Source: an optimization exercise on an open RTL-to-GDS flow (aim: small area, a short achievable clock period and few clock cycles). Production flows keep margins and buffers that such runs may drop. Where RTL was checked, it was by simulation tests only, not by an equivalence proof against the original. Power is estimated from default activity; no workload was simulated.

Design vnlp_engine, start of the top module:
module vnlp_engine #(
   parameter int DW      = 24,
   parameter int AW      = 9,
   parameter int LW      = 7,
   parameter int ACCW    = 2*DW-1,
   parameter int LEN_MAX = 2**LW-1,
   parameter int NCY     = 8
) (
   input  logic                 clk,
   input  logic                 rst_n,
   input  logic                 START,
   input  logic [AW-1:0]        HEAD,
   input  logic                 NORM_MODE,
   output logic                 DONE,
   output logic [ACCW-1:0]      NORM2,
   output logic [LW-1:0]        LEN,
   output logic                 ERR,
   output logic                 SAT,
   output logic [AW-1:0]        rd_addr1,
   output logic [AW-1:0]        rd_addr2,
   input  logic [DW-1:0]        rd_data1,
   input  logic [DW-1:0]        rd_data2
);
Size: ~1200 cells after synthesis, ~110 flip-flops, about 140 I/O pins, roughly 0.013 sq mm of cells after synthesis.
clock: 10.0 ns
lec_check: 0
cap_margin: 20
core_margin: 2
core_utilization: 70
slew_margin: 20
synth_hierarchical: 1
standard.sh (not shown) runs the stock make flow with config.mk's settings and CLKGATE_MAP_FILE= SYNTH_SCRIPT=/design/flow/synth_recipe.tcl, a recipe that flattens the netlist after the stock synthesis.
==> flow/flow/run.sh <==
#!/bin/bash
set -euo pipefail
MARGIN=$(cat flow/margin.txt)
PORTBUF=$(cat flow/portbuf.txt)
bash standard.sh SETUP_SLACK_MARGIN=$MARGIN "BUFFER_PORTS_ARGS=-buffer_cell $PORTBUF" finish > standard_flow.log 2>&1
==> flow/flow/margin.txt <==
5.5
==> flow/flow/portbuf.txt <==
sky130_fd_sc_hd__buf_1
The first run passed the timing, design-rule and antenna checks.
Testbench counts at the start, summed over its fixed seeds: cycles 26,523.
==> next run, changes <==
--- a/flow/config.mk
+++ b/flow/config.mk
@@ -10 +10,2 @@
-export CORE_UTILIZATION = 70
+export CORE_UTILIZATION = 60
+export CTS_BUF_LIST = sky130_fd_sc_hd__clkbuf_8 sky130_fd_sc_hd__clkbuf_16
The changed run produced a clean layout.
Fmax barely changes.
Total power decreases slightly.
Synthesized area is unchanged.
Wire length decreases slightly.
Combinational power decreases by a few percent.
Cell area increases slightly.
Global-route usage decreases by 5.5 points.
==> next run, changes <==
--- a/flow/config.mk
+++ b/flow/config.mk
@@ -10,2 +10 @@
-export CORE_UTILIZATION = 60
-export CTS_BUF_LIST = sky130_fd_sc_hd__clkbuf_8 sky130_fd_sc_hd__clkbuf_16
+export CORE_UTILIZATION = 40
=>
- The changed run finished with timing, DRC and antenna clean
- routed wire length rises by about 6%
- clock power falls by about 7%
- worst setup slack loses 0.0079 ns
- core utilization falls by 21 points
- die area rises by 49%
- fmax hardly moves
- cell area rises by about 1.7%
- power stays flat
==> next run, changes <==
--- a/flow/config.mk
+++ b/flow/config.mk
@@ -10 +10 @@
-export CORE_UTILIZATION = 40
+export CORE_UTILIZATION = 60
What happened:
- The new run went through all stages and came out clean
- global-route usage increases by 8.8 points
- clock power increases by 7.5%
- register-to-register slack improves by 0.08 ns
- via count decreases by 1.2%
- non-clock buffer count decreases by 10
- first-iteration DRC count increases by 6.9%
- worst setup slack improves by 0.0079 ns

---

vnlp_engine, a different RTL version from the one above (not shown whole).
For scale: about 1400 cells after synthesis, roughly 110 flip-flops, about 140 I/O pins, ~0.013 mm^2 of cells after synthesis.
Settings: LEC_CHECK=0, ABC_AREA=1, CAP_MARGIN=20, CORE_MARGIN=2, CORE_UTILIZATION=60, SLEW_MARGIN=20, SYNTH_HIERARCHICAL=1; clock period 10.0 ns.
Scripts as last shown in full above: flow/flow/run.sh, flow/flow/margin.txt, flow/flow/portbuf.txt
The first run ended with an error in 5_2_route.
Testbench counts at the start, summed over its fixed seeds: cycles 26,523.
==> next run, changes <==
ABC_AREA = default   (was 1)
Outcome:
- This time the run produced a clean layout
- area after synthesis shrinks by a few percent
- global-route usage shrinks by 1.1 points
- synthesized cell count shrinks by roughly a tenth
==> next run, changes <==
==> flow/flow/margin.txt (replaced) <==
5.45
After rerunning: The changed run completed without violations; total power drops by 0.40%; worst hold slack hardly moves; sequential cell count stays the same; clock-buffer cell count is unchanged; design area decreases by 0.74%; critical path depth does not change; global-route usage shrinks by 0.15 points; setup slack degrades by 33 ps; clock power stays flat.
==> next run, changes <==
==> flow/flow/margin.txt (replaced) <==
5.62
Result: Global-route usage grows by 0.90 points; sequential cell count is unchanged; clock power falls by about 0.6%; worst setup slack stays flat; hold slack gains 4.5 ps; cell count climbs by about 4%; core utilization rose by 4.3 points; synthesized cell count stays the same; count of clock-buffer cells in the layout does not change.

---

## rev 12
vnlp_engine, a different RTL version from the one above (not shown whole).
Size in the first run: roughly 1200 cells after synthesis, ~110 flip-flops, roughly 13000 um^2 of cells after synthesis.
==> flow/config.mk <==
export PLATFORM = sky130hd
export DESIGN_NAME = vnlp_engine
export DESIGN_NICKNAME = vnlp_engine
export VERILOG_FILES = /design/flow/design.v
export SDC_FILE = /design/flow/constraint.sdc
export NUM_CORES = 4
export LEC_CHECK = 0
export CAP_MARGIN = 20
export CORE_MARGIN = 2
export CORE_UTILIZATION = 40
export SETUP_SLACK_MARGIN = 5
export SLEW_MARGIN = 20
export SYNTH_HIERARCHICAL = 1
==> flow/constraint.sdc <==
create_clock -name core_clock -period 10.0 [get_ports {clk}]
set_input_delay 2.0000 -clock core_clock [delete_from_list [all_inputs] [get_ports {clk}]]
set_output_delay 2.0000 -clock core_clock [all_outputs]
set_load 0.01 [all_outputs]
run.sh (not shown) runs the stock make flow with config.mk's settings and CLKGATE_MAP_FILE= SYNTH_SCRIPT=/design/flow/synth_recipe.tcl, a recipe that flattens the netlist after the stock synthesis.
Stock flow here: none of the scripts above is used.
Testbench counts of rev 12, summed over its fixed seeds: cycles 26,505.
> inputs changed (rev 12 -> rev 13)
Settings: SETUP_SLACK_MARGIN removed (was 5).
Results
Rev 13: full flow OK, the timing, design-rule and antenna checks passed
Comparing rev 12 against rev 13, there is no change at all in total of buffers placed on input and output ports.
Summary of rev 13 over rev 12: final setup slack of the worst path shows a reduction of 1000 ps, worst-case vdd ir drop went down by 15%, total wirelength of the detailed-routed design went down, clock skew -3.4 ps.
Per the comparison of rev 13 with rev 12, final clock period utilization by the worst path now sits higher; H-tree depth did not really move; total power now smaller; clock network fraction of design power has increased.
Compare rev 12 and rev 13 | vias after detailed routing higher: rev 12

---

Another version of the RTL of vnlp_engine (not shown whole).
Size in the first run: ~1300 cells after synthesis, ~140 I/O pins.
==> flow/config.mk <==
export PLATFORM = sky130hd
export DESIGN_NAME = vnlp_engine
export DESIGN_NICKNAME = vnlp_engine
export VERILOG_FILES = /design/flow/design.v
export SDC_FILE = /design/flow/constraint.sdc
export NUM_CORES = 4
export LEC_CHECK = 0
export CAP_MARGIN = 20
export CORE_MARGIN = 2
export CORE_UTILIZATION = 55
export SLEW_MARGIN = 20
export SYNTH_HIERARCHICAL = 1
==> flow/constraint.sdc <==
create_clock -name core_clock -period 10.0 [get_ports {clk}]
set_input_delay 2.0000 -clock core_clock [delete_from_list [all_inputs] [get_ports {clk}]]
set_output_delay 2.0000 -clock core_clock [all_outputs]
set_load 0.01 [all_outputs]
standard.sh (not shown) runs the stock make flow with config.mk's settings and CLKGATE_MAP_FILE= SYNTH_SCRIPT=/design/flow/synth_recipe.tcl, a recipe that flattens the netlist after the stock synthesis.
==> flow/flow/margin.txt <==
5.6
Scripts as last shown in full above: flow/flow/run.sh, flow/flow/portbuf.txt
Next try:
==> flow/flow/margin.txt (replaced) <==
5.4
Settings changed: CORE_UTILIZATION 55 to 40.
=> Utilization is lower by 20 points. Final cell count is higher by about 4.5%. Clock-buffer cell count is higher by 1. Register-to-register slack loses 0.08 ns.
No run of this note included a check of the RTL's function; only the layout flow was run.

---

Another version of the RTL of vnlp_engine (not shown whole).
For scale: roughly 110 flip-flops, ~0.013 mm2 of cells after synthesis.
==> flow/config.mk <==
export PLATFORM = sky130hd
export DESIGN_NAME = vnlp_engine
export DESIGN_NICKNAME = vnlp_engine
export VERILOG_FILES = /design/flow/design.v
export SDC_FILE = /design/flow/constraint.sdc
export NUM_CORES = 4
export LEC_CHECK = 0
export CAP_MARGIN = 20
export CORE_MARGIN = 2
export CORE_UTILIZATION = 40
export SLEW_MARGIN = 20
export SYNTH_HIERARCHICAL = 1
==> flow/constraint.sdc <==
create_clock -name core_clock -period 10.0 [get_ports {clk}]
set_input_delay 2.0000 -clock core_clock [delete_from_list [all_inputs] [get_ports {clk}]]
set_output_delay 2.0000 -clock core_clock [all_outputs]
set_load 0.01 [all_outputs]
==> flow/flow/run.sh <==
#!/bin/bash
set -euo pipefail
MARGIN=$(cat flow/margin.txt)
bash standard.sh SETUP_SLACK_MARGIN=$MARGIN finish > standard_flow.log 2>&1
==> flow/flow/margin.txt <==
5.4
The baseline went through all stages and came out clean.
Testbench counts at the start, summed over its fixed seeds: cycles 26,468.
Rerun with:
==> flow/flow/run.sh (replaced) <==
#!/bin/bash
set -euo pipefail
MARGIN=$(cat flow/margin.txt)
PORTBUF=$(cat flow/portbuf.txt)
bash standard.sh SETUP_SLACK_MARGIN=$MARGIN "BUFFER_PORTS_ARGS=-buffer_cell $PORTBUF" finish > standard_flow.log 2>&1
==> flow/flow/portbuf.txt (new file) <==
sky130_fd_sc_hd__buf_1
Global-route usage goes down by 1.0 points.
Worst setup slack degrades by 0.12 ns.
Sequential share of layout area came out higher by 0.69 points.
Wire length decreases by a few percent.
Rerun with:
==> flow/flow/run.sh (replaced) <==
#!/bin/bash
set -euo pipefail
MARGIN=$(cat flow/margin.txt)
bash standard.sh SETUP_SLACK_MARGIN=$MARGIN finish > standard_flow.log 2>&1
==> flow/flow/margin.txt (replaced) <==
5.7
removed: flow/flow/portbuf.txt
Total power is higher by about 8%.
Final area increases by about 9%.
Clock power climbs by about 3%.
Routed wire length grows by 5.8%.

---

== the baseline ==
vnlp_engine with an RTL version that a note above also has.
Size: roughly 110 flip-flops, about 140 I/O pins, about 13000 µm² of cells after synthesis.
clock: 10.0 ns
lec_check: 0
cap_margin: 20
core_margin: 2
core_utilization: 40
slew_margin: 20
synth_hierarchical: 1
==> flow/flow/run.sh <==
#!/bin/bash
set -euo pipefail
MARGIN=$(cat flow/margin.txt)
PORTBUF=$(cat flow/portbuf.txt)
bash standard.sh SETUP_SLACK_MARGIN=$MARGIN RECOVER_POWER=$(cat flow/recover.txt) "BUFFER_PORTS_ARGS=-buffer_cell $PORTBUF" finish > standard_flow.log 2>&1
==> flow/flow/margin.txt <==
5.5
==> flow/flow/portbuf.txt <==
sky130_fd_sc_hd__buf_1
==> flow/flow/recover.txt <==
100
The baseline finished all stages; layout check result: FAIL, due to capacitance limit, slew limit.
Testbench counts of the baseline, summed over its fixed seeds: cycles 26,523.
Relative to the baseline, the following input files were edited for the candidate:
- SETUP_SLACK_MARGIN: unset -> 5
- CORE_UTILIZATION: 40 -> 60
==> flow/run.sh (new file) <==
#!/bin/bash
# synth_recipe.tcl (not shown) runs the flow's synth.tcl, then flattens the netlist and writes it again
# the make line also repeats each setting of config.mk as NAME=value (left out here)
make -C /OpenROAD-flow-scripts/flow DESIGN_CONFIG=/design/flow/config.mk WORK_HOME=/design/flow/orfs CLKGATE_MAP_FILE= SYNTH_SCRIPT=/design/flow/synth_recipe.tcl finish
removed: flow/flow/run.sh
removed: flow/flow/margin.txt
removed: flow/flow/portbuf.txt
removed: flow/flow/recover.txt
removed: flow/standard.sh
Notes after the runs:
Lower final-layout fill cell count among the candidate and the baseline: the candidate
The relative contribution of sequential cells to total power was comparable across the candidate and the baseline.
The candidate: full flow OK, the timing, design-rule and antenna checks passed
Side by side, number of cells on the critical path turned out lower in the candidate than in the baseline.

-- port drivers added, routing unchanged --
In the flow no input, the clock included, has a driving cell. The finished layouts below were timed again as built, in two steps.
Step 1, drivers: a clkbuf_16 drives clk and a buf_2 each remaining input, both assumed.
Step 2 times the ports against the registers' clock, not the clock port: input delays grow and output delays shrink by t, the midpoint of the rising clock arrivals with the driver on.
Three values: no drivers, after step 1, after step 2; two values: the first two.
| run | shift t [ns] | slack for setup (ns) | worst setup path at the end | worst data-port slew with drivers (ns) |
|---|---|---|---|---|
| the first run of note 1 | 0.472 | 5.520 / 5.490 / 5.490 | input to output | 0.06 |
| the second run of note 1 | 0.470 | 5.532 / 5.507 / 5.507 | input to output | 0.07 |
| the third run of note 1 | 0.467 | 5.524 / 5.501 / 5.501 | input to output | 0.08 |
| the fourth run of note 1 | 0.470 | 5.532 / 5.507 / 5.507 | input to output | 0.07 |
| the second run of note 2 | 0.475 | 5.531 / 5.507 / 5.507 | input to output | 0.07 |
| the third run of note 2 | 0.473 | 5.498 / 5.472 / 5.472 | input to output | 0.07 |
| the fourth run of note 2 | 0.468 | 5.497 / 5.475 / 5.026 | input to register | 0.09 |
| rev 12 | 0.419 | 5.003 / 5.003 / 5.003 | register to register | 0.06 |
| rev 13 | 0.413 | 3.999 / 3.999 / 3.999 | register to register | 0.06 |
| the first run of note 4 | 0.424 | 5.601 / 5.571 / 5.571 | input to output | 0.07 |
| the second run of note 4 | 0.418 | 5.418 / 5.395 / 5.395 | input to output | 0.06 |
| the first run of note 5 | 0.417 | 5.408 / 5.359 / 5.044 | input to register | 0.07 |
| the second run of note 5 | 0.422 | 5.285 / 5.285 / 5.285 | register to register | 0.08 |
| the third run of note 5 | 0.424 | 5.414 / 5.414 / 5.317 | input to register | 0.07 |
| the baseline | 0.467 | 3.659 / 3.659 / 3.659 | register to register | 0.08 |
| the candidate | 0.473 | 5.051 / 5.029 / 5.029 | input to output | 0.07 |
The setup slack of the fourth run of note 2, which loses most, moves by -0.022 ns with the drivers and by -0.471 ns with both steps.
